Context: an optimization exercise on an open-source flow, tuned for small area. The choices shown serve that exercise and are no tape-out recipe. In this exercise RTL edits were held to simulation tests only and were not proved equivalent to the original. Power figures rest on the tool's default switching activity, not on a simulated workload.

==> design/flow/design.v <==
`default_nettype none
package damsu_pkg;
	localparam int unsigned SAMPLE_BITS = 12;
	localparam int unsigned PADDR_W     = 4;
	localparam int unsigned PDATA_W     = 32;
	localparam int unsigned OUT_W       = 17;
	localparam int unsigned VREF_W  = 13;
	localparam int unsigned RATIO_W = 16;
	localparam int unsigned DROP_W  = 10;
	localparam int unsigned OFFS_W  = 10;
	localparam logic [VREF_W-1:0]  VREF_RST  = VREF_W'(3300);
	localparam logic [RATIO_W-1:0] RATIO_RST = RATIO_W'(26438);
	localparam logic [DROP_W-1:0]  DROP_RST  = DROP_W'(400);
	localparam logic [OFFS_W-1:0]  OFFS_RST  = OFFS_W'(500);
endpackage
`default_nettype wire
`default_nettype none
import damsu_pkg::*;
module damsu_regs (
	input  wire logic                clk,
	input  wire logic                arst_n,
	input  wire logic                psel,
	input  wire logic                penable,
	input  wire logic                pwrite,
	input  wire logic [PADDR_W-1:0]  paddr,
	input  wire logic [PDATA_W-1:0]  pwdata,
	output logic      [PDATA_W-1:0]  prdata,
	output logic                     pready,
	output logic      [VREF_W-1:0]   vref,
	output logic      [RATIO_W-1:0]  ratio,
	output logic      [DROP_W-1:0]   drop,
	output logic      [OFFS_W-1:0]   offs
);
	logic wen;
	assign wen    = psel & penable & pwrite;
	assign pready = 1'b1;
	always_ff @(posedge clk or negedge arst_n) begin
		if (!arst_n) begin
			vref  <= VREF_RST;
			ratio <= RATIO_RST;
			drop  <= DROP_RST;
			offs  <= OFFS_RST;
		end else if (wen) begin
			case (paddr[3:2])
				2'd0: vref  <= pwdata[VREF_W-1:0];
				2'd1: ratio <= pwdata[RATIO_W-1:0];
				2'd2: drop  <= pwdata[DROP_W-1:0];
				default: offs <= pwdata[OFFS_W-1:0];
			endcase
		end
	end
	always_comb begin
		case (paddr[3:2])
			2'd0: prdata = PDATA_W'(vref);
			2'd1: prdata = PDATA_W'(ratio);
			2'd2: prdata = PDATA_W'(drop);
			default: prdata = PDATA_W'(offs);
		endcase
	end
endmodule
`default_nettype wire
`default_nettype none
import damsu_pkg::*;
module damsu_window (
	input  wire logic                   clk,
	input  wire logic                   arst_n,
	input  wire logic                   accept,
	input  wire logic [SAMPLE_BITS-1:0] battery_sample,
	input  wire logic [SAMPLE_BITS-1:0] thermistor_sample,
	output logic                        at_slot,
	output logic                        head_ok,
	output logic [SAMPLE_BITS-1:0]      head_b,
	output logic [SAMPLE_BITS-1:0]      head_t,
	output logic                        full
);
	logic [2*SAMPLE_BITS-1:0] ring [10];
	logic [3:0]               phase;
	logic [3:0]               slot;
	assign at_slot = (phase == slot);
	assign head_ok = full | (phase < slot);
	assign head_b  = ring[0][2*SAMPLE_BITS-1:SAMPLE_BITS];
	assign head_t  = ring[0][SAMPLE_BITS-1:0];
	always_ff @(posedge clk) begin
		for (int i = 0; i < 9; i++) begin
			ring[i] <= ring[i+1];
		end
		ring[9] <= accept ? {battery_sample, thermistor_sample} : ring[0];
	end
	always_ff @(posedge clk or negedge arst_n) begin
		if (!arst_n) begin
			phase <= 4'd0;
			slot  <= 4'd0;
			full  <= 1'b0;
		end else begin
			phase <= (phase == 4'd9) ? 4'd0 : phase + 4'd1;
			if (accept) begin
				slot <= (slot == 4'd9) ? 4'd0 : slot + 4'd1;
				if (slot == 4'd9) begin
					full <= 1'b1;
				end
			end
		end
	end
endmodule
`default_nettype wire
`default_nettype none
import damsu_pkg::*;
module damsu_scale (
	input  wire logic                   clk,
	input  wire logic                   arst_n,
	input  wire logic                   start,
	input  wire logic                   head_ok,
	input  wire logic [SAMPLE_BITS-1:0] head_b,
	input  wire logic [SAMPLE_BITS-1:0] head_t,
	input  wire logic [VREF_W-1:0]      vref,
	input  wire logic [RATIO_W-1:0]     ratio,
	input  wire logic [DROP_W-1:0]      drop,
	input  wire logic [OFFS_W-1:0]      offs,
	output logic                        busy,
	output logic                        done,
	output logic [OUT_W-1:0]            batt,
	output logic [OUT_W-1:0]            temp
);
	localparam int SB0 = 1;     
	localparam int SR0 = 11;    
	localparam int MV0 = 40;    
	localparam int MR0 = 69;    
	localparam int DD0 = 98;    
	localparam int LB0 = 116;   
	localparam int AB  = 133;   
	localparam int ST0 = 134;   
	localparam int SR1 = 144;   
	localparam int MT0 = 173;   
	localparam int DT0 = 190;   
	localparam int LT0 = 208;   
	localparam int AW  = 225;   
	localparam int SO0 = 226;   
	localparam int FIN = 236;   
	logic [3:0]  ph;
	logic [4:0]  cnt;
	logic        act;
	logic [16:0] h;
	logic [28:0] l;
	logic [16:0] bq;
	logic in_sum, sum_first, sum_t, in_shr, in_mv, in_mr, in_dd, in_dt, in_shl;
	logic in_ab, in_aw, in_so, in_fin;
	logic mbit;
	logic [16:0] a;
	logic [16:0] op;
	logic        cin;
	logic [17:0] sum;
	logic        ge;
	logic [SAMPLE_BITS-1:0] word;
	logic [4:0] len;
	always_comb begin
		in_sum    = (ph == 1) || (ph == 8);
		sum_first = in_sum && cnt == 9;
		sum_t     = ph[3];
		in_shr    = (ph == 2) || (ph == 9);
		in_mv     = (ph == 3) || (ph == 10);
		in_mr     = (ph == 4);
		in_dd     = (ph == 5);
		in_dt     = (ph == 11);
		in_shl    = (ph == 6) || (ph == 12);
		in_ab     = (ph == 7);
		in_aw     = (ph == 13);
		in_so     = (ph == 14);
		in_fin    = (ph == 15);
		case (ph)
			0: len = 9;    
			1: len = 28;   
			2: len = 28;
			3: len = 28;
			4: len = 17;   
			5: len = 16;   
			6: len = 0;    
			7: len = 9;    
			8: len = 28;
			9: len = 16;   
			10: len = 17;  
			11: len = 16;  
			12: len = 0;   
			13: len = 9;   
			default: len = 0;
		endcase
	end
	assign mbit = l[0];
	assign word = sum_t ? head_t : head_b;
	always_comb begin
		if (in_dd || in_dt || in_shl) begin
			a = {h[15:0], l[28]};
		end else if ((in_sum && sum_first) || (in_fin && !h[16])) begin
			a = '0;
		end else begin
			a = h;
		end
		op  = '0;
		cin = 1'b0;
		if (in_sum) begin
			op = head_ok ? {5'd0, word} : '0;
		end else if (in_mv) begin
			op = mbit ? {4'd0, vref} : '0;
		end else if (in_mr) begin
			op = mbit ? {1'b0, ratio} : '0;
		end else if (in_dd) begin
			op  = h[16] ? 17'd40950 : ~17'd40950;
			cin = ~h[16];
		end else if (in_dt) begin
			op  = h[16] ? 17'd4095 : ~17'd4095;
			cin = ~h[16];
		end else if (in_ab) begin
			op  = {7'd0, drop};
			cin = l[28];
		end else if (in_aw) begin
			op  = ~17'd50000;
			cin = l[28];
		end else if (in_so) begin
			op  = ~{7'd0, offs};
			cin = 1'b1;
		end else if (in_fin) begin
			op  = 17'd50000;
			cin = h[16];
		end
		sum = {1'b0, a} + {1'b0, op} + {17'd0, cin};
		ge  = ~sum[16];
	end
	always_ff @(posedge clk) begin
		if (in_shr || in_mv || in_mr) begin
			h <= sum[17:1];
		end else begin
			h <= sum[16:0];
		end
		if (in_dd || in_dt || in_shl) begin
			l[28:12] <= l[27:11];
			l[11]    <= ge;
		end else begin
			l[28:11] <= {sum[0], l[28:12]};
		end
		l[10:0] <= l[11:1];
		if (in_ab) begin
			bq <= sum[17] ? 17'h1ffff : sum[16:0];
		end
	end
	always_ff @(posedge clk or negedge arst_n) begin
		if (!arst_n) begin
			ph  <= '0;
			cnt <= '0;
		end else begin
			if (start || (ph != 0 && cnt == 0)) begin
				ph  <= ph + 4'd1;
				cnt <= len;
			end else if (ph != 0) begin
				cnt <= cnt - 5'd1;
			end
		end
	end
	assign done = in_fin;
	assign busy = (ph != 0);
	assign batt = bq;
	assign temp = h;
endmodule
`default_nettype wire
`default_nettype none
import damsu_pkg::*;
module dual_adc_moving_average_scaler_unit (
	input  wire logic                   clk,
	input  wire logic                   arst_n,
	input  wire logic                   psel,
	input  wire logic                   penable,
	input  wire logic                   pwrite,
	input  wire logic [PADDR_W-1:0]     paddr,
	input  wire logic [PDATA_W-1:0]     pwdata,
	output logic      [PDATA_W-1:0]     prdata,
	output logic                        pready,
	input  wire logic                   in_valid,
	output logic                        in_ready,
	input  wire logic [SAMPLE_BITS-1:0] battery_sample,
	input  wire logic [SAMPLE_BITS-1:0] thermistor_sample,
	output logic                        out_valid,
	input  wire logic                   out_ready,
	output logic      [OUT_W-1:0]       battery_mv,
	output logic signed [OUT_W-1:0]     temperature_centi_c,
	output logic                        window_full
);
	logic [VREF_W-1:0]      vref;
	logic [RATIO_W-1:0]     ratio;
	logic [DROP_W-1:0]      drop;
	logic [OFFS_W-1:0]      offs;
	logic                   at_slot;
	logic                   head_ok;
	logic [SAMPLE_BITS-1:0] head_b;
	logic [SAMPLE_BITS-1:0] head_t;
	logic                   full;
	logic                   busy;
	logic                   done;
	logic                   accept;
	logic                   out_valid_q;
	logic [OUT_W-1:0]       batt;
	logic [OUT_W-1:0]       temp;
	assign in_ready = ~busy & ~out_valid_q & at_slot;
	assign accept   = in_valid & in_ready;
	damsu_regs u_regs (
		.clk     (clk),
		.arst_n  (arst_n),
		.psel    (psel),
		.penable (penable),
		.pwrite  (pwrite),
		.paddr   (paddr),
		.pwdata  (pwdata),
		.prdata  (prdata),
		.pready  (pready),
		.vref    (vref),
		.ratio   (ratio),
		.drop    (drop),
		.offs    (offs)
	);
	damsu_window u_window (
		.clk               (clk),
		.arst_n            (arst_n),
		.accept            (accept),
		.battery_sample    (battery_sample),
		.thermistor_sample (thermistor_sample),
		.at_slot           (at_slot),
		.head_ok           (head_ok),
		.head_b            (head_b),
		.head_t            (head_t),
		.full              (full)
	);
	damsu_scale u_scale (
		.clk     (clk),
		.arst_n  (arst_n),
		.start   (accept),
		.head_ok (head_ok),
		.head_b  (head_b),
		.head_t  (head_t),
		.vref    (vref),
		.ratio   (ratio),
		.drop    (drop),
		.offs    (offs),
		.busy    (busy),
		.done    (done),
		.batt    (batt),
		.temp    (temp)
	);
	always_ff @(posedge clk or negedge arst_n) begin
		if (!arst_n) begin
			out_valid_q <= 1'b0;
		end else if (done) begin
			out_valid_q <= 1'b1;
		end else if (out_ready) begin
			out_valid_q <= 1'b0;
		end
	end
	assign out_valid           = out_valid_q;
	assign battery_mv          = batt;
	assign temperature_centi_c = $signed(temp);
	assign window_full         = full;
endmodule
`default_nettype wire
==> design/flow/flow/run.sh <==
#!/bin/bash
# Standard layout, with plain buf_1 port buffers and a clock tree without
# dummy loads. Every tool's output goes to a log file in this folder.
set -euo pipefail
export BUFFER_PORTS_ARGS="-buffer_cell sky130_fd_sc_hd__buf_1"
export CTS_ARGS="-sink_clustering_enable -repair_clock_nets -dont_use_dummy_load -sink_clustering_size 20 -sink_clustering_max_diameter 60 -buf_list sky130_fd_sc_hd__clkbuf_8"
bash standard.sh > standard.log 2>&1
==> design/flow/standard.sh <==
#!/bin/bash
# synth_recipe.tcl (not shown) runs the flow's synth.tcl, then flattens the netlist and writes it again
# the make line also repeats each setting of config.mk as NAME=value (left out here)
make -C /OpenROAD-flow-scripts/flow DESIGN_CONFIG=/design/flow/config.mk WORK_HOME=/design/flow/orfs CLKGATE_MAP_FILE= SYNTH_SCRIPT=/design/flow/synth_recipe.tcl "${@:-finish}"
==> design/flow/config.mk <==
export PLATFORM = sky130hd
export DESIGN_NAME = dual_adc_moving_average_scaler_unit
export DESIGN_NICKNAME = dual_adc_moving_average_scaler_unit
export VERILOG_FILES = /design/flow/design.v
export SDC_FILE = /design/flow/constraint.sdc
export NUM_CORES = 4
export LEC_CHECK = 0
export CAP_MARGIN = 20
export CORE_MARGIN = 2
export CORE_UTILIZATION = 65
export SLEW_MARGIN = 20
==> design/flow/constraint.sdc <==
create_clock -name core_clock -period 10.0 [get_ports {clk}]
set_input_delay 2.0000 -clock core_clock [delete_from_list [all_inputs] [get_ports {clk}]]
set_output_delay 2.0000 -clock core_clock [all_outputs]
set_load 0.01 [all_outputs]
==> impl_metrics.env, run 1 <==
export IMPL_min_period_over_period_pct=56.2
export IMPL_drtAntennaViolNets=0
export IMPL_seq_area_mm2=0.00797
export IMPL_nFillCells=1395
export IMPL_num_antenna_cells=0
export IMPL_yosysSeqAreaShare_pct=63.2
export IMPL_synth_area_mm2=0.0126
export IMPL_hold_viol_final=0
export IMPL_finalSetupViolCount=0
export IMPL_power_leakage_nw=5.64
export IMPL_cts_made_buffers=25
export IMPL_synth_async_reset_ratio_pct=18.3
export IMPL_htreeDepth=1
export IMPL_required_ns=8.00
export IMPL_core_mm2=0.0189
export IMPL_viasPerCell=5.58
export IMPL_grt_start_max_net_pins=69
export IMPL_track_usage_pct=24.0
export IMPL_cts_resized=0
export IMPL_nNetsFinal=1175
export IMPL_setup_tns_ns=0
export IMPL_dieHeight_um=143
export IMPL_drive_above_1_share_pct=17.5
export IMPL_layout_cells_most_common_list="dfxtp_1 (286), buf_1 (100), mux2_2 (92)"
export IMPL_power_density_mw_per_mm2=175
export IMPL_synth_top_area_share_pct=45.4
export IMPL_cp_data_arrival_time_ns=3.62
export IMPL_grt_pass1_wl_mm=38.4
export IMPL_synth_area_leader_cell="dfxtp_1"
export IMPL_wl_per_cell_um=18.1
export IMPL_placed_cells=1312
export IMPL_max_freq_ghz=0.178
export IMPL_vias=7456
export IMPL_rsz0062_at_grt="no"
export IMPL_status="finished clean"
export IMPL_final_min_clock_period_ns=5.62
export IMPL_avgSynthCellArea_um2=12.8
export IMPL_ir_drop_v=0.000168
export IMPL_area_growth_pct=6.93
export IMPL_cts_tree="yes"
export IMPL_yosys_most_used_dff="dfxtp_1"
export IMPL_drc=0
export IMPL_io_buffers=101
export IMPL_synth_seq_cells=371
export IMPL_antenna_found_initial=0
export IMPL_clk_latency_ns=0.58
export IMPL_dieWidth_um=143
export IMPL_dr_pass1_iters=5
export IMPL_synth_area_top_cells="dfxtp_1 (45%), dfrtp_1 (8.9%), mux2_2 (8.2%)"
export IMPL_syn_inst=986
export IMPL_final_common_cell="dfxtp_1"
export IMPL_synth_cell_types=74
export IMPL_ctsHoldBuffers=0
export IMPL_synth_edf_count=17
export IMPL_ioPinCount=137
export IMPL_yosys_warnings=5
export IMPL_hold_class="reg -> reg"
export IMPL_cts_buffer_depth=3
export IMPL_path_clk_slew_ns=0.10
export IMPL_grt_ovfl_total=0
export IMPL_num_rows=50
export IMPL_start_util_pct=66.7
export IMPL_worst_pin_slew_ns=1.12
export IMPL_place_gp_congestion=0.833
export IMPL_post_cts_buffers=0
export IMPL_finalMaxSlewViolations=0
export IMPL_multi_input_area_mm2=0.00430
export IMPL_worstSetupEndpointType="output pin"
export IMPL_finalNonFillerCells=1337
export IMPL_root_buffer="clkbuf_8"
export IMPL_grt_pass1_vias=7267
export IMPL_skew_ns=0.0734
export IMPL_dp_final_hpwl_mm=16.6
export IMPL_wirelength_mm=24.2
export IMPL_slew_headroom_pct=25.5
export IMPL_die_area_mm2=0.0205
export IMPL_critical_path_peak_fanout=17
export IMPL_numClockSinks=371
export IMPL_start_kind="input pin"
export IMPL_maxCapViolCount=0
export IMPL_critPathKind="in -> out"
export IMPL_drt_iter0_drc=535
-- final timing paths --
check                               from        endpoint  slack (ns)  depth (start not counted)
min                         u_scale.l[1]    u_scale.l[0]        0.28                          0
min in group asynchronous         arst_n  u_regs.vref[8]        1.60                          2
max in group asynchronous         arst_n   u_scale.ph[3]        7.77                          2
max reg2reg                u_scale.ph[1]  u_scale.bq[16]        4.96                         15
min reg2reg                 u_scale.l[1]    u_scale.l[0]        0.28                          0
max                             paddr[2]      prdata[13]        4.38                          4
-- stage by stage --
step | setup slack (ns) | area [µm²] | hold WS (ns) | util (%) | total power, mW
after global placement | 4.40 | 13100 | 0.310 | 69.5 | 1.74
after CTS | 4.34 | 13500 | 0.278 | 71.3 | 2.38
final | 4.38 | 13500 | 0.281 | 71.3 | 2.35
after floorplan | 4.79 | 12700 | 0.310 | - | 1.70
after global routing | 4.28 | 13500 | 0.286 | 71.3 | 2.44
after detailed placement | 4.34 | 13100 | 0.312 | 69.5 | 1.75
-- metal layers --
metal / GRT usage [%] / up-vias / wire length [µm]
li1: - / 3604 / -
met5: 0 / - / 0
met1: 33.8 / 3597 / 11000
met2: 38.2 / 216 / 11200
met4: 6.91 / 0 / 505
met3: 4.73 / 39 / 1550
-- logic make-up after synthesis --
logic type | count (synthesis) | synth area share, %
AOI/OAI and AO/OA | 173 | 9.25
xor gates and xnor gates | 18 | 1.25
adders and majority gates | 29 | 3.00
buffers and inverters | 82 | 3.27
DFF | 371 | 63.2
muxes | 135 | 12.6
other | 2 | 0.0596
and+or+nand+nor | 176 | 7.35
-- worst max-delay path, stage by stage --
cell	delay, ns
buf_1	0.80
nor2b_1	0.45
and2_1	0.20
buf_1	0.17
-- state kept, by name (all words and copies together) (netlist names) --
| signal | flops |
|---|---|
| u_regs.vref | 13 |
| u_scale.ph | 4 |
| u_window.ring | 240 |
| u_window.full | 1 |
| u_scale.bq | 17 |
| u_regs.ratio | 16 |
| u_regs.offs | 10 |
| u_window.slot | 4 |
| u_scale.cnt | 5 |
| out_valid_q | 1 |
| u_scale.h | 17 |
| u_window.phase | 4 |
| u_regs.drop | 10 |
| u_scale.l | 29 |
-- power breakdown --
part | switching [mW] | internal (mW) | total [mW]
logic | 0.0554 | 0.0700 | 0.125
clock network | 0.414 | 0.225 | 0.639
registers | 0.0371 | 1.55 | 1.59
-- cells in the mapped netlist, types with 10 or more instances --
cell,count
dfxtp_1,286
mux2_2,92
nand2_1,57
a21oi_1,46
dfrtp_1,45
mux2i_1,33
o21ai_0,30
nor2_1,28
ha_1,27
dfstp_2,23
buf_2,21
a22o_1,20
inv_1,20
buf_4,18
edfxtp_1,17
nand2b_1,17
clkbuf_1,12
nand3_1,12
nor2b_1,12
xnor2_1,12
o22ai_1,11
mux4_2,10
-- cell type report --
cell class              count  area share (%)
flip-flops and latches    371            59.1
multi-input cells         548            31.9
repair buffers            112            3.43
clock buffers              25            2.55
well taps                 260            2.41
inverters                  21           0.585
==> run 2: changes to the inputs <==
--- a/design/flow/design.v
+++ b/design/flow/design.v
@@ -49,14 +49,10 @@
 			endcase
 		end
 	end
-	always_comb begin
-		case (paddr[3:2])
-			2'd0: prdata = PDATA_W'(vref);
-			2'd1: prdata = PDATA_W'(ratio);
-			2'd2: prdata = PDATA_W'(drop);
-			default: prdata = PDATA_W'(offs);
-		endcase
-	end
+	assign prdata = ({PDATA_W{paddr[3:2] == 2'd0}} & PDATA_W'(vref))
+	              | ({PDATA_W{paddr[3:2] == 2'd1}} & PDATA_W'(ratio))
+	              | ({PDATA_W{paddr[3:2] == 2'd2}} & PDATA_W'(drop))
+	              | ({PDATA_W{paddr[3:2] == 2'd3}} & PDATA_W'(offs));
 endmodule
 `default_nettype wire
 `default_nettype none
@@ -145,10 +141,13 @@
 	logic in_sum, sum_first, sum_t, in_shr, in_mv, in_mr, in_dd, in_dt, in_shl;
 	logic in_ab, in_aw, in_so, in_fin;
 	logic mbit;
+	logic lsh;
+	logic keep;
 	logic [16:0] a;
 	logic [16:0] op;
 	logic        cin;
 	logic [17:0] sum;
+	logic        c;
 	logic        ge;
 	logic [SAMPLE_BITS-1:0] word;
 	logic [4:0] len;
@@ -187,41 +186,27 @@
 	assign mbit = l[0];
 	assign word = sum_t ? head_t : head_b;
 	always_comb begin
-		if (in_dd || in_dt || in_shl) begin
-			a = {h[15:0], l[28]};
-		end else if ((in_sum && sum_first) || (in_fin && !h[16])) begin
-			a = '0;
-		end else begin
-			a = h;
+		lsh  = in_dd | in_dt | in_shl;
+		keep = ~lsh & ~(in_sum & sum_first) & ~(in_fin & ~h[16]);
+		a = ({17{lsh}} & {h[15:0], l[28]}) | ({17{keep}} & h);
+		op = ({17{in_sum & head_ok & ~sum_t}} & {5'd0, head_b})
+		   | ({17{in_sum & head_ok & sum_t}}  & {5'd0, head_t})
+		   | ({17{in_mv & mbit}}              & {4'd0, vref})
+		   | ({17{in_mr & mbit}}              & {1'b0, ratio})
+		   | ({17{in_dd}}                     & (17'd40950 ^ {17{~h[16]}}))
+		   | ({17{in_dt}}                     & (17'd4095 ^ {17{~h[16]}}))
+		   | ({17{in_ab}}                     & {7'd0, drop})
+		   | ({17{in_aw}}                     & ~17'd50000)
+		   | ({17{in_so}}                     & ~{7'd0, offs})
+		   | ({17{in_fin}}                    & 17'd50000);
+		cin = ((in_dd | in_dt) & ~h[16]) | ((in_ab | in_aw) & l[28]) | in_so
+		    | (in_fin & h[16]);
+		c = cin;
+		for (int i = 0; i < 17; i++) begin
+			sum[i] = a[i] ^ op[i] ^ c;
+			c      = (a[i] & op[i]) | (c & (a[i] ^ op[i]));
 		end
-		op  = '0;
-		cin = 1'b0;
-		if (in_sum) begin
-			op = head_ok ? {5'd0, word} : '0;
-		end else if (in_mv) begin
-			op = mbit ? {4'd0, vref} : '0;
-		end else if (in_mr) begin
-			op = mbit ? {1'b0, ratio} : '0;
-		end else if (in_dd) begin
-			op  = h[16] ? 17'd40950 : ~17'd40950;
-			cin = ~h[16];
-		end else if (in_dt) begin
-			op  = h[16] ? 17'd4095 : ~17'd4095;
-			cin = ~h[16];
-		end else if (in_ab) begin
-			op  = {7'd0, drop};
-			cin = l[28];
-		end else if (in_aw) begin
-			op  = ~17'd50000;
-			cin = l[28];
-		end else if (in_so) begin
-			op  = ~{7'd0, offs};
-			cin = 1'b1;
-		end else if (in_fin) begin
-			op  = 17'd50000;
-			cin = h[16];
-		end
-		sum = {1'b0, a} + {1'b0, op} + {17'd0, cin};
+		sum[17] = c;
 		ge  = ~sum[16];
 	end
 	always_ff @(posedge clk) begin
@@ -243,15 +228,16 @@
 	end
 	always_ff @(posedge clk or negedge arst_n) begin
 		if (!arst_n) begin
-			ph  <= '0;
-			cnt <= '0;
+			ph <= '0;
+		end else if (start || (ph != 0 && cnt == 0)) begin
+			ph <= ph + 4'd1;
+		end
+	end
+	always_ff @(posedge clk) begin
+		if (start || cnt == 0) begin
+			cnt <= len;
 		end else begin
-			if (start || (ph != 0 && cnt == 0)) begin
-				ph  <= ph + 4'd1;
-				cnt <= len;
-			end else if (ph != 0) begin
-				cnt <= cnt - 5'd1;
-			end
+			cnt <= cnt - 5'd1;
 		end
 	end
 	assign done = in_fin;
==> design/flow/flow/run.sh (replaced) <==
#!/bin/bash
# Standard layout, with plain buf_1 port buffers and a clock tree without
# dummy loads. Every tool's output goes to a log file in this folder.
set -euo pipefail
export BUFFER_PORTS_ARGS="-buffer_cell sky130_fd_sc_hd__buf_1"
export CTS_ARGS="-sink_clustering_enable -repair_clock_nets -dont_use_dummy_load -sink_clustering_size 10 -sink_clustering_max_diameter 40 -buf_list {sky130_fd_sc_hd__clkbuf_2 sky130_fd_sc_hd__clkbuf_4}"
bash standard.sh > standard.log 2>&1
==> run 2 against run 1 <==
  * Still clean
  * Wire length shrank 9.5%
  * Combinational power grew to 14 times the previous value
  * Clock power hardly changed
  * Area after synthesis is 6.5% lower
  * First-iteration DRC count fell by 41%
  * Clock skew grew 0.021 ns
  * Core utilization is 0.39 points lower
  * Flip-flop and latch count is the same
  * Cell area fell by 5.8%
  * Critical path type is now reg -> reg
  * Critical endpoint is now u_scale.bq[16]
  * Largest power group unchanged
==> impl_metrics.env, run 2 <==
export IMPL_cts_tree="yes"
export IMPL_place_area_mm2=0.0123
export IMPL_antenna_found_initial=1
export IMPL_swShare_pct=34.5
export IMPL_cts_buffer_depth=3
export IMPL_combPwrFrac_pct=39.6
export IMPL_dr_max_layer_used="met4"
export IMPL_slew_headroom_pct=25.1
export IMPL_finalSetupViolCount=0
export IMPL_avgSynthCellArea_um2=14.5
export IMPL_post_cts_buffers=0
export IMPL_wl_per_cell_um=18.8
export IMPL_largest_reg_flops=240
export IMPL_critPathKind="reg -> reg"
export IMPL_intPower_mw=2.86
export IMPL_cts_resized=0
export IMPL_status="finished clean"
export IMPL_synth_adder_area_share_pct=4.06
export IMPL_fin_area_mm2=0.0127
export IMPL_critical_path_peak_fanout=24
export IMPL_setup_ws_ns=0.655
export IMPL_place_gp_congestion=0.859
export IMPL_rrSetupSlack_ns=0.65
export IMPL_yosysSeqAreaShare_pct=67.4
export IMPL_drt_iter0_drc=317
export IMPL_drt_met1_wl_mm=10.2
export IMPL_total_power_mw=4.37
export IMPL_yosys_warnings=5
export IMPL_cts_made_buffers=47
export IMPL_muxShareOfSynthArea_pct=14.0
export IMPL_vias=6430
export IMPL_required_ns=10.37
export IMPL_dieHeight_um=139
export IMPL_final_common_cell="dfxtp_1"
export IMPL_grt_start_max_net_pins=64
export IMPL_drc=0
export IMPL_dp_final_hpwl_mm=15.1
export IMPL_cpMostUsedCell="fa_1"
export IMPL_syn_inst=814
export IMPL_synth_top_area_share_pct=49.4
export IMPL_hold_start="u_window.ring[7][3]"
export IMPL_drtAntennaViolNets=0
export IMPL_p_sw_mw=1.51
export IMPL_numClockSinks=371
export IMPL_maxCapViolCount=0
export IMPL_synth_seq_cells=371
export IMPL_route_met2_wl_mm=10.1
export IMPL_reg_largest_list="u_window.ring: 240 flops, u_scale.l: 29 flops"
export IMPL_num_rows=49
export IMPL_synth_area_mm2=0.0118
export IMPL_power_leakage_nw=5.15
export IMPL_worstSetupEndpointType="flip-flop"
export IMPL_ctsHoldBuffers=0
export IMPL_grt_pass1_vias=6767
export IMPL_rsz0062_at_grt="no"
export IMPL_worst_path_max_delay_cell="fa_1"
export IMPL_clk_latency_ns=0.66
export IMPL_grt_ovfl_total=0
export IMPL_synth_edf_count=17
export IMPL_synth_async_reset_ratio_pct=17.0
export IMPL_p_seq_share_pct=45.7
export IMPL_grt_pass1_wl_mm=35.2
export IMPL_routed_wl_met3_mm=1.28
export IMPL_power_frac_clock_pct=14.7
export IMPL_path_clk_slew_ns=0.10
export IMPL_crit_end="u_scale.bq[16]"
export IMPL_synthMostInstantiatedCell="dfxtp_1"
export IMPL_ir_drop_v=0.000220
export IMPL_final_min_clock_period_ns=9.35
export IMPL_wirelength_mm=21.9
export IMPL_reg2reg_depth=26
export IMPL_layout_cells_most_common_list="dfxtp_1 (291), mux2_2 (100), buf_1 (100)"
export IMPL_largest_register="u_window.ring"
export IMPL_dr_pass1_iters=4
export IMPL_viasPerCell=5.50
export IMPL_synth_area_leader_cell="dfxtp_1"
export IMPL_setup_tns_ns=0
export IMPL_yosys_most_used_dff="dfxtp_1"
export IMPL_start_util_pct=65.8
export IMPL_yosys_top_cells_count="dfxtp_1 (291), mux2_2 (100), dfrtp_1 (40)"
export IMPL_root_buffer="clkbuf_4"
export IMPL_synth_simple_gate_area_share_pct=4.43
export IMPL_slowest_delay_ns=0.49
export IMPL_min_period_over_period_pct=93.5
export IMPL_area_growth_pct=7.81
export IMPL_power_density_mw_per_mm2=344
export IMPL_ioPinCount=137
export IMPL_synth_compound_area_share_pct=6.24
export IMPL_nNetsFinal=1036
export IMPL_cp_data_arrival_time_ns=9.71
export IMPL_synth_cell_types=59
export IMPL_finalMaxSlewViolations=0
export IMPL_htreeDepth=2
export IMPL_skew_ns=0.0947
export IMPL_max_freq_ghz=0.107
export IMPL_dieWidth_um=139
export IMPL_nFillCells=1286
export IMPL_r2r_start="u_scale.ph[1]"
export IMPL_core_mm2=0.0179
export IMPL_hold_class="reg -> reg"
export IMPL_synth_area_top_cells="dfxtp_1 (49%), mux2_2 (9.6%), dfrtp_1 (8.5%)"
export IMPL_synth_top_family_by_area="multiplexers"
export IMPL_hold_viol_final=0
export IMPL_rr_endpoint="u_scale.bq[16]"
export IMPL_drive_above_1_share_pct=22.3
export IMPL_startpoint="u_scale.ph[1]"
export IMPL_start_kind="flip-flop"
export IMPL_worst_pin_slew_ns=1.12
export IMPL_io_buffers=101
export IMPL_track_usage_pct=23.1
export IMPL_post_place_ws_ns=0.643
export IMPL_die_area_mm2=0.0192
export IMPL_yosys_area_share_xor_xnor_pct=0.595
[run 2: cell count changes after synthesis, sizes merged, moves of 14 or more]
cell | previous run | this run
ha | 27 | 11
fa | 2 | 17
a22oi | 7 | 23
nand2 | 58 | 18
o21ai | 31 | 15
a22o | 20 | 6
a21oi | 48 | 12
[run 2: stage by stage]
| stage | hold slack [ns] | util, % | std cells |
|---|---|---|---|
| detailed placement | 0.312 | 68.9 | 1121 |
| CTS | 0.299 | 70.9 | 1168 |
| finish | 0.294 | 70.9 | 1169 |
| floorplan | 0.310 | - | 829 |
| global placement | 0.310 | 68.9 | 1121 |
| global route | 0.291 | 70.9 | 1169 |
[run 2: metal layers]
metal,vias to the layer above,track usage [%]
li1,3044,-
met1,3155,32.7
met2,195,36.3
met3,36,5.35
met4,0,6.33
met5,-,0
[run 2: worst min path at each step]
stage	slack, ns	endpoint	depth (start not counted)
after floorplan	0.31	u_scale.l[0]	0
after global placement	0.31	u_window.ring[8][9]	0
after detailed placement	0.31	u_window.ring[0][0]	0
after CTS	0.30	u_window.ring[2][22]	0
after global routing	0.29	u_window.ring[2][22]	0
final	0.29	u_window.ring[6][3]	0
[run 2: logic make-up after synthesis]
| logic type | after synthesis |
|---|---|
| flip-flops | 371 |
| AO/OA/AOI/OAI | 102 |
| adder cells (fa/ha/maj) | 28 |
| XOR/XNOR | 8 |
| other | 2 |
| multiplexers | 139 |
| AND/OR/NAND/NOR | 92 |
| buffers and inverters | 72 |
[run 2: area by class of cell]
class                           count  area, µm²  area share, %
Timing Repair Buffer              117        500           3.94
Inverter                           18       67.6          0.532
Clock buffer                       47        353           2.78
Antenna cell                        1       2.50         0.0197
Tap cell                          229        287           2.26
Sequential cell                   371       7940           62.5
Multi-Input combinational cell    386       3550           27.9
[run 2: power groups by stage]
stage / logic (mW) / registers [mW] / clock network [mW]
6_report: 1.73 / 2.00 / 0.642
5_1_grt: 1.94 / 2.02 / 0.726
4_1_cts: 1.73 / 1.99 / 0.666
3_5_place_dp: 1.73 / 2.03 / 0
3_3_place_gp: 1.68 / 2.01 / 0
2_1_floorplan: 1.29 / 2.00 / 0
[run 2: critical path, delay by kind of cell, from the launching register on]
family / cells / cell delay (ns)
AO/OA/AOI/OAI: 3 / 0.62
AND/OR/NAND/NOR: 1 / 0.31
buffers and inverters: 4 / 0.55
flip-flops: 1 / 0.43
adder cells (fa/ha/maj): 18 / 7.21
==> run 3: changes to the inputs <==
==> design/flow/flow/run.sh (replaced) <==
#!/bin/bash
# Standard layout, with plain buf_1 port buffers and a clock tree without
# dummy loads. Every tool's output goes to a log file in this folder.
set -euo pipefail
export BUFFER_PORTS_ARGS="-buffer_cell sky130_fd_sc_hd__buf_1"
export CTS_ARGS="-sink_clustering_enable -repair_clock_nets -dont_use_dummy_load -sink_clustering_size 20 -sink_clustering_max_diameter 60 -buf_list sky130_fd_sc_hd__clkbuf_8"
bash standard.sh > standard.log 2>&1
--- a/design/flow/config.mk
+++ b/design/flow/config.mk
@@ -5,7 +5,7 @@
 export SDC_FILE = /design/flow/constraint.sdc
 export NUM_CORES = 4
 export LEC_CHECK = 0
-export CAP_MARGIN = 20
+export CAP_MARGIN = 0
 export CORE_MARGIN = 2
 export CORE_UTILIZATION = 65
-export SLEW_MARGIN = 20
+export SLEW_MARGIN = 0
==> run 3 against run 2 <==
  * Flip-flop and latch count is the same
  * Sequential power about the same
  * Synthesized cell count unchanged
  * Final cell count decreased by 2.1%
  * Sequential share of layout area increased by 0.16 points
  * Clock skew decreased by 0.015 ns
  * Wire length decreased by 0.85%
  * Clock power fell by 3%
  * Core utilization is 0.18 points lower
  * Cell area fell by 0.26%
  * Register-to-register slack got worse by 0.13 ns
  * Non-clock buffer count is the same
  * Critical path type unchanged
  * Largest power group unchanged
==> impl_metrics.env, run 3 <==
export IMPL_status="finished clean"
export IMPL_synth_edf_count=17
export IMPL_min_period_over_period_pct=94.8
export IMPL_rr_endpoint="u_scale.bq[16]"
export IMPL_slowest_delay_ns=0.48
export IMPL_multi_input_area_mm2=0.00354
export IMPL_place_area_mm2=0.0123
export IMPL_critical_path_peak_fanout=24
export IMPL_final_common_cell="dfxtp_1"
export IMPL_grt_pass1_wl_mm=34.8
export IMPL_root_buffer="clkbuf_8"
export IMPL_dp_final_hpwl_mm=15.1
export IMPL_combPwrFrac_pct=39.7
export IMPL_maxCapViolCount=0
export IMPL_yosys_warnings=5
export IMPL_hold_start="u_window.ring[7][2]"
export IMPL_cp_num_buf_inv=4
export IMPL_grt_start_max_net_pins=64
export IMPL_cts_made_buffers=24
export IMPL_avgSynthCellArea_um2=14.5
export IMPL_hold_slack_ns=0.244
export IMPL_worstSetupEndpointType="flip-flop"
export IMPL_yosysSeqAreaShare_pct=67.4
export IMPL_dr_pass1_iters=5
export IMPL_synth_cell_types=59
export IMPL_grt_pass1_vias=6574
export IMPL_wirelength_mm=21.7
export IMPL_yosys_top_cells_count="dfxtp_1 (291), mux2_2 (100), dfrtp_1 (40)"
export IMPL_max_freq_ghz=0.106
export IMPL_syn_inst=814
export IMPL_p_seq_share_pct=45.9
export IMPL_largest_register="u_window.ring"
export IMPL_num_rows=49
export IMPL_setup_tns_ns=0
export IMPL_synthMostInstantiatedCell="dfxtp_1"
export IMPL_slew_headroom_pct=23.0
export IMPL_synth_top_area_share_pct=49.4
export IMPL_viasPerCell=5.52
export IMPL_p_sw_mw=1.48
export IMPL_drtAntennaViolNets=0
export IMPL_io_buffers=101
export IMPL_synth_area_top_cells="dfxtp_1 (49%), mux2_2 (9.6%), dfrtp_1 (8.5%)"
export IMPL_num_antenna_cells=0
export IMPL_drt_iter0_drc=355
export IMPL_drc=0
export IMPL_required_ns=10.27
export IMPL_ir_drop_v=0.000222
export IMPL_yosys_most_used_dff="dfxtp_1"
export IMPL_area_growth_pct=7.53
export IMPL_die_area_mm2=0.0192
export IMPL_reg_largest_list="u_window.ring: 240 flops, u_scale.l: 29 flops"
export IMPL_cpMostUsedCell="fa_1"
export IMPL_cts_resized=0
export IMPL_worst_path_max_delay_cell="fa_1"
export IMPL_finalSetupViolCount=0
export IMPL_synth_seq_cells=371
export IMPL_seq_area_mm2=0.00794
export IMPL_final_min_clock_period_ns=9.48
export IMPL_nFillCells=1265
export IMPL_dieHeight_um=139
export IMPL_start_util_pct=65.8
export IMPL_skew_ns=0.0793
export IMPL_synth_area_mm2=0.0118
export IMPL_layout_cells_most_common_list="dfxtp_1 (291), mux2_2 (100), buf_1 (100)"
export IMPL_power_frac_clock_pct=14.4
export IMPL_synth_area_leader_cell="dfxtp_1"
export IMPL_numClockSinks=371
export IMPL_intPower_mw=2.86
export IMPL_core_mm2=0.0179
export IMPL_clk_latency_ns=0.59
export IMPL_start_kind="flip-flop"
export IMPL_critPathTopFamily="adder cells"
export IMPL_drive_above_1_share_pct=20.3
export IMPL_vias=6319
export IMPL_dieWidth_um=139
export IMPL_synth_async_reset_ratio_pct=17.0
export IMPL_nNetsFinal=1013
export IMPL_antenna_found_initial=0
export IMPL_power_leakage_nw=5.11
export IMPL_grt_ovfl_total=0
export IMPL_cp_depth=26
export IMPL_swShare_pct=34.2
export IMPL_power_density_mw_per_mm2=343
export IMPL_r2r_start="u_scale.ph[1]"
export IMPL_rsz0062_at_grt="no"
export IMPL_rrSetupSlack_ns=0.52
export IMPL_post_cts_buffers=0
export IMPL_reg2reg_depth=26
export IMPL_crit_end="u_scale.bq[16]"
export IMPL_htreeDepth=1
export IMPL_wl_per_cell_um=19.0
export IMPL_path_clk_slew_ns=0.12
export IMPL_ioPinCount=137
export IMPL_finalMaxSlewViolations=0
export IMPL_hold_class="reg -> reg"
export IMPL_largest_reg_flops=240
export IMPL_hold_viol_final=0
export IMPL_final_core_utilization_pct=70.8
export IMPL_startpoint="u_scale.ph[1]"
export IMPL_ctsHoldBuffers=0
export IMPL_worst_pin_slew_ns=1.15
export IMPL_cts_buffer_depth=3
export IMPL_place_gp_congestion=0.859
export IMPL_critPathKind="reg -> reg"
export IMPL_track_usage_pct=22.7
export IMPL_fin_area_mm2=0.0127
export IMPL_cts_tree="yes"
export IMPL_cp_data_arrival_time_ns=9.75
==> run 3: area by class of cell <==
type | instances | area share (%)
Clock buffer | 24 | 2.61
Inverter | 18 | 0.533
Multi-Input combinational cell | 386 | 28.0
Sequential cell | 371 | 62.7
Tap cell | 229 | 2.26
Timing Repair Buffer | 117 | 3.95
==> run 3: power by group through the flow <==
stage	Clock [mW]	Combinational, mW	Sequential, mW
floorplan	0	1.29	2.00
global placement	0	1.68	2.01
detailed placement	0	1.73	2.03
CTS	0.644	1.73	1.99
global route	0.696	1.93	2.02
finish	0.625	1.72	2.00
==> run 3: cells by family (layout without fill, tap and decap cells) <==
group	after synthesis	in the layout	synth area share (%)
muxes	139	139	14.0
and+or+nand+nor	92	92	4.43
AOI/OAI and AO/OA	102	102	6.24
buffers and inverters	72	159	3.19
adders and majority gates	28	28	4.06
other	2	17	0.0637
xor gates and xnor gates	8	8	0.595
DFF	371	371	67.4
==> run 3: worst min path at each step <==
stage / slack, ns / to / depth (start not counted)
floorplan: 0.31 / u_scale.l[0] / 0
global placement: 0.31 / u_window.ring[8][9] / 0
CTS: 0.24 / u_window.ring[8][14] / 0
global route: 0.23 / u_window.ring[6][2] / 0
detailed placement: 0.31 / u_window.ring[0][0] / 0
finish: 0.24 / u_window.ring[6][2] / 0
==> run 3: worst register-to-register path, stage by stage (launching register included) <==
cell	delay [ns]
dfrtp_1	0.46
inv_1	0.11
ha_1	0.37
o21bai_1	0.17
a31oi_4	0.22
buf_4	0.32
a22o_1	0.23
fa_1	0.17
inv_1	0.05
fa_1	0.39
fa_1	0.40
fa_1	0.41
fa_1	0.40
fa_1	0.40
fa_1	0.41
fa_1	0.40
fa_1	0.44
fa_1	0.46
fa_1	0.46
fa_1	0.46
fa_1	0.47
fa_1	0.46
fa_1	0.42
inv_1	0.08
fa_1	0.19
fa_1	0.48
or2_2	0.31
==> run 3: routing by layer <==
layer | track usage, % | vias to the layer above | part of all wire [%]
met5 | 0 | - | 0
met4 | 5.69 | 0 | 2.1
met3 | 3.87 | 31 | 5.2
met2 | 36.2 | 183 | 46
met1 | 33.0 | 3129 | 46
li1 | - | 2976 | -
==> run 3: metrics by stage <==
step           power, mW  cells  setup WS [ns]
6_report            4.34   1145          0.523
5_1_grt             4.65   1145          0.139
4_1_cts             4.37   1145          0.495
3_5_place_dp        3.75   1121          0.643
3_3_place_gp        3.69   1121          0.702
2_1_floorplan       3.28    829           1.06
==> run 4: changes to the inputs <==
--- a/design/flow/config.mk
+++ b/design/flow/config.mk
@@ -5,7 +5,8 @@
 export SDC_FILE = /design/flow/constraint.sdc
 export NUM_CORES = 4
 export LEC_CHECK = 0
-export CAP_MARGIN = 0
+export CAP_MARGIN = 20
 export CORE_MARGIN = 2
 export CORE_UTILIZATION = 65
-export SLEW_MARGIN = 0
+export GPL_TIMING_DRIVEN = 0
+export SLEW_MARGIN = 20
==> run 4 against run 3 <==
  * Still clean on timing, DRC and antenna
  * Sequential power is essentially flat
  * Non-clock buffer count grew 36
  * Global-route usage grew 0.81 points
  * Via count grew 2.6%
  * Combinational power grew 3%
  * Register-to-register slack lost 0.05 ns
  * Core utilization grew 1.0 points
  * Clock power shrank 1%
  * Area after synthesis is the same
  * Sequential share of layout area shrank 0.90 points
  * Fmax shrank 0.58%
==> impl_metrics.env, run 4 <==
export IMPL_synth_top_area_share_pct=49.4
export IMPL_largest_register="u_window.ring"
export IMPL_avgSynthCellArea_um2=14.5
export IMPL_cpMostUsedCell="fa_1"
export IMPL_rsz0062_at_grt="no"
export IMPL_drt_iter0_drc=322
export IMPL_final_min_clock_period_ns=9.53
export IMPL_synth_seq_cells=371
export IMPL_hold_class="reg -> reg"
export IMPL_final_common_cell="dfxtp_1"
export IMPL_dieWidth_um=139
export IMPL_cp_data_arrival_time_ns=9.86
export IMPL_synth_area_top_cells="dfxtp_1 (49%), mux2_2 (9.6%), dfrtp_1 (8.5%)"
export IMPL_worstSetupEndpointType="flip-flop"
export IMPL_wl_per_cell_um=19.1
export IMPL_start_kind="flip-flop"
export IMPL_grt_start_max_net_pins=33
export IMPL_setup_ws_ns=0.468
export IMPL_ioPinCount=137
export IMPL_dr_pass1_iters=5
export IMPL_reg_largest_list="u_window.ring: 240 flops, u_scale.l: 29 flops"
export IMPL_slowest_delay_ns=0.48
export IMPL_synth_edf_count=17
export IMPL_cts_made_buffers=23
export IMPL_post_place_ws_ns=0.218
export IMPL_synth_area_mm2=0.0118
export IMPL_min_period_over_period_pct=95.3
export IMPL_cts_buffer_depth=3
export IMPL_root_buffer="clkbuf_8"
export IMPL_slew_headroom_pct=48.6
export IMPL_synthMostInstantiatedCell="dfxtp_1"
export IMPL_critPathKind="reg -> reg"
export IMPL_num_rows=49
export IMPL_yosysSeqAreaShare_pct=67.4
export IMPL_start_util_pct=65.8
export IMPL_numClockSinks=371
export IMPL_wirelength_mm=22.5
export IMPL_skew_ns=0.0566
export IMPL_layout_cells_most_common_list="dfxtp_1 (291), buf_1 (103), mux2_2 (100)"
export IMPL_setup_tns_ns=0
export IMPL_max_freq_ghz=0.105
export IMPL_cts_tree="yes"
export IMPL_nNetsFinal=1048
export IMPL_yosys_most_used_dff="dfxtp_1"
export IMPL_total_power_mw=4.36
export IMPL_hold_viol_final=0
export IMPL_grt_pass1_vias=6762
export IMPL_htreeDepth=1
export IMPL_dieHeight_um=139
export IMPL_yosys_warnings=5
export IMPL_power_leakage_nw=5.24
export IMPL_drc=0
export IMPL_largest_reg_flops=240
export IMPL_synth_area_leader_cell="dfxtp_1"
export IMPL_worst_path_max_delay_cell="fa_1"
export IMPL_syn_inst=814
export IMPL_die_area_mm2=0.0192
export IMPL_path_clk_slew_ns=0.11
export IMPL_grt_pass1_wl_mm=35.9
export IMPL_required_ns=10.32
export IMPL_vias=6483
export IMPL_critical_path_peak_fanout=10
export IMPL_worst_pin_slew_ns=0.772
export IMPL_drive_above_1_share_pct=21.8
export IMPL_maxCapViolCount=0
export IMPL_num_antenna_cells=0
export IMPL_status="finished clean"
export IMPL_grt_ovfl_total=0
export IMPL_antenna_found_initial=0
export IMPL_yosys_top_cells_count="dfxtp_1 (291), mux2_2 (100), dfrtp_1 (40)"
export IMPL_core_mm2=0.0179
export IMPL_power_density_mw_per_mm2=339
export IMPL_fin_area_mm2=0.0129
export IMPL_clk_latency_ns=0.56
export IMPL_synth_cell_types=59
export IMPL_finalMaxSlewViolations=0
export IMPL_ir_drop_v=0.000229
export IMPL_synth_async_reset_ratio_pct=17.0
export IMPL_place_area_mm2=0.0125
export IMPL_io_buffers=99
export IMPL_track_usage_pct=23.5
export IMPL_dp_final_hpwl_mm=16.1
export IMPL_area_growth_pct=9.10
export IMPL_drtAntennaViolNets=0
export IMPL_viasPerCell=5.49
export IMPL_place_gp_congestion=0.880
export IMPL_finalSetupViolCount=0
run 4: cell counts after synthesis:
Identical to the previous run, type by type.
run 4: worst max-delay path, delay by kind of cell (launching register included):
kind / cells / cell delay [ns]
AND/OR/NAND/NOR: 2 / 0.45
AO/OA/AOI/OAI: 3 / 0.54
adder cells (fa/ha/maj): 18 / 7.00
flip-flops: 1 / 0.46
buffers and inverters: 5 / 0.86
run 4: cell type report:
| class | instances | area (µm²) |
|---|---|---|
| multi-input combinational | 386 | 3530 |
| fill | 1246 | 5050 |
| tap | 229 | 287 |
| clock buffer | 23 | 317 |
| sequential | 371 | 7940 |
| timing repair buffer | 101 | 413 |
| buffer | 52 | 303 |
| inverter | 18 | 67.6 |
run 4: worst paths after layout:
check                                           from                   end  slack (ns)  cells past startpoint
worst min register to register  u_window.ring[4][13]  u_window.ring[3][13]        0.29                      0
worst max register to register         u_scale.ph[1]        u_scale.bq[16]        0.47                     28
max in group asynchronous                     arst_n        u_regs.offs[7]        8.02                      3
min in group asynchronous                     arst_n      u_regs.ratio[15]        1.26                      1
worst min-delay path            u_window.ring[4][13]  u_window.ring[3][13]        0.29                      0
worst max-delay path                   u_scale.ph[1]        u_scale.bq[16]        0.47                     28
run 4: repair_timing:
| item | 4_1_cts | 5_1_grt |
|---|---|---|
| gates resized for setup | 0 | 2 |
| setup endpoints to repair | 0 | 13 |
| hold buffers | 0 | 0 |
| setup buffers | 0 | 0 |
run 4: logic make-up (layout without fill, tap and decap cells):
logic type / after synthesis / after routing / synth area share [%]
AO/OA/AOI/OAI: 102 / 102 / 6.24
XOR/XNOR: 8 / 8 / 0.595
AND/OR/NAND/NOR: 92 / 92 / 4.43
multiplexers: 139 / 139 / 14.0
flip-flops: 371 / 371 / 67.4
other: 2 / 17 / 0.0637
buffers and inverters: 72 / 194 / 3.19
adder cells (fa/ha/maj): 28 / 28 / 4.06
run 4: through the flow:
stage / std cells / util (%) / hold slack [ns]
CTS: 1182 / 71.8 / 0.289
floorplan: 829 / - / 0.310
global placement: 1157 / 69.8 / 0.310
global route: 1180 / 71.8 / 0.310
detailed placement: 1159 / 70.0 / 0.312
finish: 1180 / 71.8 / 0.291
run 4: report_power, final:
part | internal (mW) | leakage, nW | total [mW] | switching [mW]
clock | 0.208 | 0.165 | 0.617 | 0.409
sequential | 1.84 | 3.26 | 1.98 | 0.139
combinational | 0.803 | 1.81 | 1.77 | 0.964
run 4: routing by layer:
layer	vias to the layer above	track usage [%]	wire, µm
met5	-	0	0
met4	0	6.75	525
met3	42	4.70	1510
met2	223	37.2	10300
met1	3174	33.6	10200
li1	3044	-	-
==> run 5: changes to the inputs <==
--- a/design/flow/config.mk
+++ b/design/flow/config.mk
@@ -8,5 +8,4 @@
 export CAP_MARGIN = 20
 export CORE_MARGIN = 2
 export CORE_UTILIZATION = 65
-export GPL_TIMING_DRIVEN = 0
 export SLEW_MARGIN = 20
==> run 5 against run 4 <==
  * Fmax rose by 0.65%
  * Flip-flop and latch count did not move
  * Hold slack got worse by 0.049 ns
  * Cell area fell by 1.4%
  * Critical path type unchanged
  * Die area did not move
  * Synthesized cell count did not move
  * Combinational power fell by 3%
  * Sequential power barely moved
  * Clock power rose by 1%
  * Still clean on timing, DRC and antenna
  * Wire length fell by 3.5%
  * Final cell count fell by 3.0%
  * Core utilization fell by 0.99 points
==> impl_metrics.env, run 5 <==
export IMPL_status="finished clean"
export IMPL_grt_start_max_net_pins=64
export IMPL_hold_viol_final=0
export IMPL_clk_latency_ns=0.59
export IMPL_power_density_mw_per_mm2=343
export IMPL_multi_input_area_mm2=0.00355
export IMPL_combPwrFrac_pct=39.6
export IMPL_antenna_found_initial=0
export IMPL_setup_ws_ns=0.529
export IMPL_setup_tns_ns=0
export IMPL_die_area_mm2=0.0192
export IMPL_area_growth_pct=7.59
export IMPL_viasPerCell=5.52
export IMPL_numClockSinks=371
export IMPL_nFillCells=1264
export IMPL_grt_ovfl_total=0
export IMPL_total_power_mw=4.34
export IMPL_final_min_clock_period_ns=9.47
export IMPL_wirelength_mm=21.7
export IMPL_power_leakage_nw=5.11
export IMPL_max_freq_ghz=0.106
export IMPL_dp_final_hpwl_mm=15.1
export IMPL_synth_cell_types=59
export IMPL_layout_cells_most_common_list="dfxtp_1 (291), mux2_2 (100), buf_1 (100)"
export IMPL_ctsHoldBuffers=0
export IMPL_swShare_pct=34.1
export IMPL_synth_area_top_cells="dfxtp_1 (49%), mux2_2 (9.6%), dfrtp_1 (8.5%)"
export IMPL_dieHeight_um=139
export IMPL_synth_area_leader_cell="dfxtp_1"
export IMPL_finalMaxSlewViolations=0
export IMPL_intPower_mw=2.86
export IMPL_num_rows=49
export IMPL_root_buffer="clkbuf_8"
export IMPL_grt_pass1_vias=6574
export IMPL_yosys_most_used_dff="dfxtp_1"
export IMPL_placed_cells=1121
export IMPL_avgSynthCellArea_um2=14.5
export IMPL_drive_above_1_share_pct=20.3
export IMPL_final_common_cell="dfxtp_1"
export IMPL_largest_register="u_window.ring"
export IMPL_synth_async_reset_ratio_pct=17.0
export IMPL_cts_made_buffers=24
export IMPL_synth_edf_count=17
export IMPL_core_mm2=0.0179
export IMPL_dieWidth_um=139
export IMPL_maxCapViolCount=0
export IMPL_synthMostInstantiatedCell="dfxtp_1"
export IMPL_path_clk_slew_ns=0.12
export IMPL_place_gp_congestion=0.859
export IMPL_num_antenna_cells=0
export IMPL_wl_per_cell_um=19.0
export IMPL_htreeDepth=1
export IMPL_worst_pin_slew_ns=1.09
export IMPL_p_sw_mw=1.48
export IMPL_io_buffers=101
export IMPL_p_seq_share_pct=46.0
export IMPL_synth_top_area_share_pct=49.4
export IMPL_yosys_top_cells_count="dfxtp_1 (291), mux2_2 (100), dfrtp_1 (40)"
export IMPL_post_place_ws_ns=0.643
export IMPL_post_cts_buffers=0
export IMPL_yosys_warnings=5
export IMPL_required_ns=10.27
export IMPL_skew_ns=0.0776
export IMPL_vias=6320
export IMPL_cts_buffer_depth=3
export IMPL_seq_area_mm2=0.00794
export IMPL_slew_headroom_pct=27.2
export IMPL_critPathKind="reg -> reg"
export IMPL_yosysSeqAreaShare_pct=67.4
export IMPL_dr_pass1_iters=5
export IMPL_finalSetupViolCount=0
export IMPL_rsz0062_at_grt="no"
export IMPL_power_frac_clock_pct=14.4
export IMPL_worstSetupEndpointType="flip-flop"
export IMPL_track_usage_pct=22.7
export IMPL_reg_largest_list="u_window.ring: 240 flops, u_scale.l: 29 flops"
export IMPL_ioPinCount=137
export IMPL_hold_slack_ns=0.242
export IMPL_min_period_over_period_pct=94.7
export IMPL_start_kind="flip-flop"
export IMPL_finalNonFillerCells=1145
export IMPL_cts_resized=0
export IMPL_ir_drop_v=0.000221
export IMPL_drc=0
export IMPL_drtAntennaViolNets=0
export IMPL_start_util_pct=65.8
export IMPL_synth_area_mm2=0.0118
export IMPL_critical_path_peak_fanout=24
export IMPL_synth_seq_cells=371
export IMPL_grt_pass1_wl_mm=34.8
export IMPL_cts_tree="yes"
export IMPL_syn_inst=814
export IMPL_nNetsFinal=1013
export IMPL_drt_iter0_drc=355
export IMPL_cp_data_arrival_time_ns=9.74
export IMPL_hold_class="reg -> reg"
export IMPL_largest_reg_flops=240
## run 5: cell counts after synthesis
Identical to the previous run, type by type.
## run 5: stage by stage
stage               util [%]  area (µm²)
finish                  70.8       12700
global route            70.8       12700
CTS                     70.8       12700
detailed placement      68.9       12300
global placement        68.9       12300
floorplan                  -       11800
## run 5: final timing paths
check | startpoint | endpoint | slack [ns] | cells past startpoint
max | u_scale.ph[1] | u_scale.bq[16] | 0.53 | 26
min | u_window.ring[9][14] | u_window.ring[8][14] | 0.24 | 0
max reg2reg | u_scale.ph[1] | u_scale.bq[16] | 0.53 | 26
min reg2reg | u_window.ring[9][14] | u_window.ring[8][14] | 0.24 | 0
max in group asynchronous | arst_n | u_scale.ph[0] | 7.79 | 2
min in group asynchronous | arst_n | u_regs.ratio[12] | 1.59 | 2
## run 5: area by class of cell
type / instances / share of cell area, %
clock buffers: 24 / 2.61
inverters: 18 / 0.533
multi-input cells: 386 / 28.0
flip-flops and latches: 371 / 62.6
well taps: 229 / 2.26
repair buffers: 117 / 3.95
## run 5: logic make-up after synthesis
group                    after synthesis  synth area share (%)
adder cells (fa/ha/maj)               28                  4.06
multiplexers                         139                  14.0
other                                  2                0.0637
flip-flops                           371                  67.4
AND/OR/NAND/NOR                       92                  4.43
AO/OA/AOI/OAI                        102                  6.24
XOR/XNOR                               8                 0.595
buffers and inverters                 72                  3.19
## run 5: critical path: stages, from the launching register on
cell and delay, ns:
dfrtp_1 0.47, inv_1 0.11, ha_1 0.37, o21bai_1 0.17, a31oi_4 0.22, buf_4 0.32
a22o_1 0.23, fa_1 0.17, inv_1 0.05, fa_1 0.39, fa_1 0.40, fa_1 0.41
fa_1 0.40, fa_1 0.40, fa_1 0.40, fa_1 0.40, fa_1 0.44, fa_1 0.46
fa_1 0.46, fa_1 0.46, fa_1 0.47, fa_1 0.46, fa_1 0.42, inv_1 0.08
fa_1 0.19, fa_1 0.48, or2_2 0.31
## run 5: power groups by stage
stage               clock network, mW  registers [mW]  logic, mW
finish                          0.624            2.00       1.72
global route                    0.696            2.02       1.94
CTS                             0.644            1.99       1.73
detailed placement                  0            2.03       1.73
global placement                    0            2.01       1.68
floorplan                           0            2.00       1.29
## run 5: metal layers
layer	GRT usage [%]	up-vias	routed length, µm
li1	-	2978	-
met2	36.2	179	10100
met1	33.0	3133	10000
met5	0	-	0
met4	5.69	0	456
met3	3.87	30	1100
==> run 6: changes to the inputs <==
==> design/flow/flow/run.sh (replaced) <==
#!/bin/bash
# Standard layout, with plain buf_1 port buffers and a clock tree without
# dummy loads. Every tool's output goes to a log file in this folder.
set -euo pipefail
export BUFFER_PORTS_ARGS="-buffer_cell sky130_fd_sc_hd__buf_1"
export CTS_ARGS="-sink_clustering_enable -repair_clock_nets -dont_use_dummy_load -sink_clustering_size 16 -sink_clustering_max_diameter 50 -buf_list sky130_fd_sc_hd__clkbuf_8"
bash standard.sh > standard.log 2>&1
==> run 6 against run 5 <==
  * Critical path depth stayed put
  * Setup slack better by 0.097 ns
  * Final cell count is 0.44% higher
  * Non-clock buffer count unchanged
  * Sequential power barely moved
  * Fmax grew 1.0%
  * Combinational power is essentially flat
  * Sequential share of layout area shrank 0.34 points
  * Clock-buffer cell count increased by 5
  * Wire length barely moved
==> impl_metrics.env, run 6 <==
export IMPL_synth_seq_cells=371
export IMPL_power_density_mw_per_mm2=345
export IMPL_yosys_top_cells_count="dfxtp_1 (291), mux2_2 (100), dfrtp_1 (40)"
export IMPL_cts_made_buffers=29
export IMPL_grt_pass1_vias=6577
export IMPL_drtAntennaViolNets=0
export IMPL_viasPerCell=5.50
export IMPL_finalSetupViolCount=0
export IMPL_grt_ovfl_total=0
export IMPL_dr_pass1_iters=5
export IMPL_largest_register="u_window.ring"
export IMPL_critPathTopFamily="adder cells"
export IMPL_final_min_clock_period_ns=9.37
export IMPL_cts_tree="yes"
export IMPL_critPathKind="reg -> reg"
export IMPL_ctsHoldBuffers=0
export IMPL_power_leakage_nw=5.14
export IMPL_worst_path_max_delay_cell="fa_1"
export IMPL_synth_area_top_cells="dfxtp_1 (49%), mux2_2 (9.6%), dfrtp_1 (8.5%)"
export IMPL_slowest_delay_ns=0.48
export IMPL_yosys_most_used_dff="dfxtp_1"
export IMPL_dp_final_hpwl_mm=15.1
export IMPL_io_buffers=101
export IMPL_ioPinCount=137
export IMPL_synth_area_leader_cell="dfxtp_1"
export IMPL_required_ns=10.28
export IMPL_nNetsFinal=1018
export IMPL_grt_pass1_wl_mm=34.8
export IMPL_cts_resized=0
export IMPL_drive_above_1_share_pct=20.7
export IMPL_layout_cells_most_common_list="dfxtp_1 (291), mux2_2 (100), buf_1 (100)"
export IMPL_final_common_cell="dfxtp_1"
export IMPL_track_usage_pct=22.6
export IMPL_hold_class="reg -> reg"
export IMPL_hold_viol_final=0
export IMPL_ir_drop_v=0.000223
export IMPL_dieWidth_um=139
export IMPL_grt_start_max_net_pins=64
export IMPL_drc=0
export IMPL_rsz0062_at_grt="no"
export IMPL_cpMostUsedCell="fa_1"
export IMPL_avgSynthCellArea_um2=14.5
export IMPL_setup_tns_ns=0
export IMPL_cts_buffer_depth=3
export IMPL_synthMostInstantiatedCell="dfxtp_1"
export IMPL_num_antenna_cells=0
export IMPL_htreeDepth=1
export IMPL_min_period_over_period_pct=93.7
export IMPL_max_freq_ghz=0.107
export IMPL_core_mm2=0.0179
export IMPL_finalMaxSlewViolations=0
export IMPL_maxCapViolCount=0
export IMPL_num_rows=49
export IMPL_reg_largest_list="u_window.ring: 240 flops, u_scale.l: 29 flops"
export IMPL_start_util_pct=65.8
export IMPL_synth_edf_count=17
export IMPL_synth_async_reset_ratio_pct=17.0
export IMPL_clk_latency_ns=0.58
export IMPL_die_area_mm2=0.0192
export IMPL_cp_data_arrival_time_ns=9.65
export IMPL_wirelength_mm=21.7
export IMPL_wl_per_cell_um=18.9
export IMPL_path_clk_slew_ns=0.09
export IMPL_root_buffer="clkbuf_8"
export IMPL_fin_area_mm2=0.0127
export IMPL_vias=6325
export IMPL_synth_area_mm2=0.0118
export IMPL_final_core_utilization_pct=71.2
export IMPL_cp_num_buf_inv=4
export IMPL_drt_iter0_drc=285
export IMPL_antenna_found_initial=0
export IMPL_start_kind="flip-flop"
export IMPL_numClockSinks=371
export IMPL_place_area_mm2=0.0123
export IMPL_area_growth_pct=8.18
export IMPL_yosys_warnings=5
export IMPL_largest_reg_flops=240
export IMPL_place_gp_congestion=0.859
export IMPL_status="finished clean"
export IMPL_syn_inst=814
export IMPL_worstSetupEndpointType="flip-flop"
export IMPL_critical_path_peak_fanout=24
export IMPL_rrSetupSlack_ns=0.63
export IMPL_dieHeight_um=139
export IMPL_synth_top_area_share_pct=49.4
export IMPL_yosysSeqAreaShare_pct=67.4
export IMPL_post_cts_buffers=0
export IMPL_worst_pin_slew_ns=1.14
export IMPL_skew_ns=0.0864
export IMPL_slew_headroom_pct=24.0
export IMPL_synth_cell_types=59
-- run 6: cells by family after synthesis --
family | Yosys count | share of synthesized area (%)
muxes | 139 | 14.0
other | 2 | 0.0637
AOI/OAI and AO/OA | 102 | 6.24
xor gates and xnor gates | 8 | 0.595
and+or+nand+nor | 92 | 4.43
DFF | 371 | 67.4
buffers and inverters | 72 | 3.19
adders and majority gates | 28 | 4.06
-- run 6: metal layers --
metal | part of all wire (%) | up-vias | track usage [%]
met4 | 1.0 | 0 | 4.57
met3 | 5.0 | 22 | 4.04
met1 | 47 | 3148 | 32.8
li1 | - | 2989 | -
met5 | 0 | - | 0
met2 | 47 | 166 | 36.6
-- run 6: worst reg2reg max path, stage by stage, from the launching register on --
cell	delay [ns]
dfrtp_1	0.44
inv_1	0.10
ha_1	0.37
o21bai_1	0.17
a31oi_4	0.22
buf_4	0.32
a22o_1	0.23
fa_1	0.17
inv_1	0.05
fa_1	0.39
fa_1	0.40
fa_1	0.41
fa_1	0.40
fa_1	0.40
fa_1	0.40
fa_1	0.40
fa_1	0.44
fa_1	0.46
fa_1	0.46
fa_1	0.46
fa_1	0.47
fa_1	0.46
fa_1	0.42
inv_1	0.08
fa_1	0.19
fa_1	0.48
or2_2	0.31
-- run 6: area by class of cell --
cell class	instances	area, µm²
sequential	371	7940
fill	1254	5160
multi-input combinational	386	3550
timing repair buffer	117	500
clock buffer	29	399
tap	229	287
inverter	18	67.6
-- run 6: final timing paths --
| check | startpoint | endpoint | cells past startpoint |
|---|---|---|---|
| worst min-delay path | u_window.ring[9][17] | u_window.ring[8][17] | 0 |
| worst max-delay path | u_scale.ph[1] | u_scale.bq[16] | 26 |
| min in group asynchronous | arst_n | u_regs.ratio[15] | 2 |
| worst min register to register | u_window.ring[9][17] | u_window.ring[8][17] | 0 |
| max in group asynchronous | arst_n | u_scale.ph[2] | 2 |
| worst max register to register | u_scale.ph[1] | u_scale.bq[16] | 26 |
-- run 6: stage by stage --
| step | hold slack (ns) | worst slack [ns] | power [mW] | cells |
|---|---|---|---|---|
| 6_report | 0.304 | 0.626 | 4.40 | 1150 |
| 5_1_grt | 0.302 | 0.256 | 4.71 | 1150 |
| 4_1_cts | 0.303 | 0.618 | 4.42 | 1150 |
| 3_5_place_dp | 0.312 | 0.643 | 3.75 | 1121 |
| 3_3_place_gp | 0.310 | 0.702 | 3.69 | 1121 |
| 2_1_floorplan | 0.310 | 1.06 | 3.28 | 829 |
-- run 6: power breakdown --
part	internal, mW	total (mW)	switching (mW)
sequential	1.84	2.00	0.159
clock	0.258	0.674	0.415
combinational	0.808	1.73	0.921

## separate check: timing with driven ports
No port has a modelled driver above. Below, the same layouts with a new extraction and two added sets of constraints.
Step 1 (the two cells are an assumption about what drives the block):
set clk [get_ports {clk}]
set_driving_cell -lib_cell sky130_fd_sc_hd__clkbuf_16 $clk
set_driving_cell -lib_cell sky130_fd_sc_hd__buf_2 [delete_from_list [all_inputs] $clk]
Step 2 adds t to the input delays and takes it off the output delays; t is the mean of the earliest and latest rising clock arrival at the registers after step 1. Input paths then give back, and output paths get back, about the clock's delay inside the block.
Slacks: ideal / step 1 / step 2; pairs: ideal / step 1.
| run | t, ns | setup WS [ns] | worst register clock-pin slew, ns | worst slew at a driven data input, ns |
|---|---|---|---|---|
| run 1 | 0.590 | 4.381 / 4.353 / 4.353 | 0.11 / 0.11 | 0.05 |
| run 2 | 0.649 | 0.655 / 0.655 / 0.655 | 0.11 / 0.11 | 0.07 |
| run 3 | 0.587 | 0.523 / 0.523 / 0.523 | 0.12 / 0.12 | 0.07 |
| run 4 | 0.574 | 0.468 / 0.468 / 0.468 | 0.12 / 0.12 | 0.07 |
| run 5 | 0.586 | 0.529 / 0.529 / 0.529 | 0.12 / 0.12 | 0.07 |
| run 6 | 0.578 | 0.626 / 0.626 / 0.626 | 0.09 / 0.09 | 0.07 |
After both steps every run listed still meets setup and hold. For run 1, which loses most, drivers alone change the setup slack by -0.028 ns; drivers and shift together by -0.028 ns.
